This is an optimization exercise on Yosys and OpenROAD, whose aim is small area, not a production implementation. In this exercise RTL edits were held to simulation tests only and were not proved equivalent to the original. Power and IR drop assume default switching activity.

v46:
==> flow/design.v <==
module bconv_layer_streamer #(
   parameter int DIM    = 26,
   parameter int BYTE_W = 8
) (
   input  logic                      clk,
   input  logic                      rst_n,
   input  logic                      start_i,
   input  logic [DIM*DIM-1:0]        layer_i,
   output logic [BYTE_W-1:0]         m_data_o,
   output logic                      m_valid_o,
   output logic                      m_last_o,
   input  logic                      m_ready_i,
   output logic                      busy_o,
   output logic                      done_o,
   output logic [1:0]                dbg_state_o
);
   localparam int NBITS  = DIM * DIM;
   localparam int NBYTES = (NBITS + BYTE_W - 1) / BYTE_W;
   localparam int CNT_W  = $clog2(NBYTES);
   localparam int NSHIFT = NBITS - BYTE_W;
   localparam int NTAIL  = NBYTES * BYTE_W - NBITS;
   logic r_idle, r_send, r_done;
   logic r_phase;
   logic [CNT_W-1:0] r_cnt;
   logic [NBITS-1:0] r_snap;
   logic w_last;
   logic w_shift;
   logic w_hold;
   assign w_last  = (r_cnt == CNT_W'(NBYTES - 1));
   assign w_shift = r_send & m_ready_i;
   assign w_hold  = r_send & ~m_ready_i;
   always_ff @(posedge clk or negedge rst_n) begin
      if (!rst_n) begin
         r_idle <= 1'b1;
         r_send <= 1'b0;
         r_done <= 1'b0;
      end else begin
         r_idle <= (r_idle & ~start_i) | r_done;
         r_send <= (r_idle & start_i) | (r_send & ~(m_ready_i & w_last));
         r_done <= w_shift & w_last;
      end
   end
   always_ff @(posedge clk) begin
      r_phase <= r_idle | ~r_phase;
   end
   always_ff @(posedge clk) begin
      if (r_idle)       r_cnt <= '0;
      else if (w_shift) r_cnt <= r_cnt + 1'b1;
   end
   logic [NBITS-1:0] w_snap_d;
   for (genvar k = 0; k < NBITS; k++) begin : g_snap
      if (k < NSHIFT) begin : g_sh
         bconv_aoi222 u_next (
            .a0(r_idle),  .b0(layer_i[k]),
            .a1(w_shift), .b1(r_snap[k + BYTE_W]),
            .a2(w_hold),  .b2(r_snap[k]),
            .y (w_snap_d[k])
         );
      end else begin : g_ld
         assign w_snap_d[k] = ~((r_snap[k] | r_idle) & (layer_i[k] | r_send));
      end
   end
   always_ff @(posedge clk) begin
      r_snap <= w_snap_d;
   end
   always_comb begin
      for (int j = 0; j < BYTE_W; j++) begin
         if (j < BYTE_W - NTAIL) m_data_o[j] = r_snap[j] ^ r_phase;
         else                    m_data_o[j] = (r_snap[j] ^ r_phase) & ~w_last;
      end
   end
   assign m_valid_o   = r_send;
   assign m_last_o    = w_last;
   assign busy_o      = ~r_idle;
   assign done_o      = r_done;
   assign dbg_state_o = {r_done, r_send};
endmodule
module bconv_aoi222 (
   input  logic a0, b0, a1, b1, a2, b2,
   output logic y
);
   assign y = ~((a0 & b0) | (a1 & b1) | (a2 & b2));
endmodule
==> flow/config.mk <==
export PLATFORM = sky130hd
export DESIGN_NAME = bconv_layer_streamer
export DESIGN_NICKNAME = bconv_layer_streamer
export VERILOG_FILES = /design/flow/design.v
export SDC_FILE = /design/flow/constraint.sdc
export NUM_CORES = 4
export LEC_CHECK = 0
export CAP_MARGIN = 20
export CORE_MARGIN = 2
export CORE_UTILIZATION = 40
export SLEW_MARGIN = 20
export SYNTH_HIERARCHICAL = 1
==> flow/constraint.sdc <==
create_clock -name core_clock -period 6.0 [get_ports {clk}]
set_input_delay 1.2000 -clock core_clock [delete_from_list [all_inputs] [get_ports {clk}]]
set_output_delay 1.2000 -clock core_clock [all_outputs]
set_load 0.01 [all_outputs]
standard.sh (not shown) runs the stock make flow with config.mk's settings and CLKGATE_MAP_FILE= SYNTH_SCRIPT=/design/flow/synth_recipe.tcl, a recipe that flattens the netlist after the stock synthesis.
==> flow/flow/run.sh <==
#!/bin/bash
# Standard ORFS layout, with three changes:
#  * port buffers are the smallest buffer (buf_1) instead of the one
#    buffer_ports picks by default;
#  * clock tree built from clkbuf_8 with larger sink clusters and no dummy
#    loads;
#  * a max-fanout limit before floorplan, so high-fanout nets get buffered.
set -euo pipefail
cd "$(dirname "$0")/.."
export BUFFER_PORTS_ARGS="-buffer_cell sky130_fd_sc_hd__buf_1"
export CTS_ARGS="-sink_clustering_enable -repair_clock_nets -dont_use_dummy_load -buf_list {sky130_fd_sc_hd__clkbuf_8} -sink_clustering_size 20 -sink_clustering_max_diameter 60"
export PRE_FLOORPLAN_TCL="$PWD/flow/pre_floorplan.tcl"
bash standard.sh > standard_flow.log 2>&1
==> flow/flow/pre_floorplan.tcl <==
# Limit fanout so that repair_design splits the snapshot's three
# 676-load control nets into smaller buffered nets that route cleanly.
set_max_fanout 32 [current_design]
--- input diff v46..v18 ---
-- flow/flow/pre_floorplan.tcl --
<<< v46, line 3
set_max_fanout 32 [current_design]
>>> v18, line 3
set_max_fanout 64 [current_design]
Findings:
v18 does better than v46 on wire length reported by the detailed router. The fraction of the mapped netlist area in simple logic gates of v18 and that of v46 are within noise of each other. Global-route wire length before repair (lower): v18. In the metrics for v46 and v18, the one carrying the lower fmax is v18. v18 ends up with higher post-route fraction of the period consumed by the critical path than v46 does.
### v18 -> v11
==> flow/flow/run.sh <==
#!/bin/bash
# Standard ORFS layout, with two changes:
#  * port buffers are the smallest buffer (buf_1) instead of the one
#    buffer_ports picks by default;
#  * clock tree built from small clock buffers, without dummy loads.
set -euo pipefail
cd "$(dirname "$0")/.."
export BUFFER_PORTS_ARGS="-buffer_cell sky130_fd_sc_hd__buf_1"
export CTS_ARGS="-sink_clustering_enable -repair_clock_nets -dont_use_dummy_load -buf_list {sky130_fd_sc_hd__clkbuf_4 sky130_fd_sc_hd__clkbuf_8}"
bash standard.sh > standard_flow.log 2>&1
removed: flow/flow/pre_floorplan.tcl
Notes after the runs:
Diff v18 -> v11 | total clock buffers created by CTS | increase of about 140%. Compared with v18, v11 is the more power-hungry design. [compare] base=v18 new=v11: post-route worst setup slack now sits lower, final-layout clock buffer total now sits higher, largest voltage drop on the vdd net now sits at about the same level. v11 vs v18 on core utilization: v11 is the higher one.
Changes in v29 relative to v11:
Settings: CELL_PAD_IN_SITES_GLOBAL_PLACEMENT now 1, previously not set; CELL_PAD_IN_SITES_DETAIL_PLACEMENT now 1, previously not set.
==> flow/flow/run.sh <==
#!/bin/bash
# Standard ORFS layout, with three changes:
#  * port buffers are the smallest buffer (buf_1) instead of the one
#    buffer_ports picks by default;
#  * clock tree built from clkbuf_8 with larger sink clusters and no dummy
#    loads;
#  * a max-fanout limit before floorplan, so high-fanout nets get buffered.
set -euo pipefail
cd "$(dirname "$0")/.."
export BUFFER_PORTS_ARGS="-buffer_cell sky130_fd_sc_hd__buf_1"
export CTS_ARGS="-sink_clustering_enable -repair_clock_nets -dont_use_dummy_load -buf_list {sky130_fd_sc_hd__clkbuf_8} -sink_clustering_size 20 -sink_clustering_max_diameter 60"
export PRE_FLOORPLAN_TCL="$PWD/flow/pre_floorplan.tcl"
bash standard.sh > standard_flow.log 2>&1
==> flow/flow/pre_floorplan.tcl (new file) <==
# Limit fanout so that repair_design splits the snapshot's three
# 676-load control nets into smaller buffered nets that route cleanly.
set_max_fanout 48 [current_design]
Results
- Non-clock buffer count sits higher in v29 than in v11.
- v29 against v11: horizontal extent of the die has remained practically unchanged, detailed-router iteration count before antenna repair went down 2, total routing usage reported by global routing grew by 3.8 points, total power fell by 11%.
- Compared with v11, count of clock-buffer cells in the layout in v29 decreased by more than half.
- Diff v11 -> v29 | global-route wire length before repair | up by more than 10%
> inputs changed (v29 -> v4)
-- flow/flow/run.sh --
<<< v29, line 11
export CTS_ARGS="-sink_clustering_enable -repair_clock_nets -dont_use_dummy_load -buf_list {sky130_fd_sc_hd__clkbuf_8} -sink_clustering_size 20 -sink_clustering_max_diameter 60"
>>> v4, line 11
export CTS_ARGS="-sink_clustering_enable -repair_clock_nets -dont_use_dummy_load -buf_list {sky130_fd_sc_hd__clkbuf_8} -sink_clustering_size 16 -sink_clustering_max_diameter 60"
==> run notes <==
v4 was carried through to the last stage, and its layout satisfied the timing, design-rule and antenna checks. v29 | stages: all done | timing, DRC, antenna: all pass. Comparing v29 and v4, synthesis-to-layout area growth is higher on v4. Looking at v29 and v4, the core utilization is a wash. Delta (v4 minus v29): internal power summed over all cells climbed 0.070 mW; wire length climbed 370 um.

==> re-timing with driven ports <==
No port has a modelled driver above. Below, the same layouts with a new extraction and two added sets of constraints.
Step 1, drivers: a clkbuf_16 drives clk and a buf_2 each remaining input, both assumed.
Step 2 also shifts input and output timing later by t, the mid clock arrival at the registers, as if the neighbouring blocks saw the same clock.
Three values: no drivers, after step 1, after step 2; two values: the first two.
run	t (ns)	setup WS [ns]	worst slew at a driven data input, ns	pins driven straight from the clock port
v46	0.677	2.652 / 2.601 / 2.563	0.12	1
v18	0.687	2.607 / 2.552 / 2.634	0.13	1
v11	0.720	2.601 / 2.549 / 2.516	0.14	1
v29	0.699	2.682 / 2.666 / 2.655	0.16	1
v4	0.703	2.690 / 2.631 / 2.658	0.16	1
After both steps every run listed still meets setup and hold. For v46, which loses most, drivers alone change the setup slack by -0.051 ns; drivers and shift together by -0.089 ns.
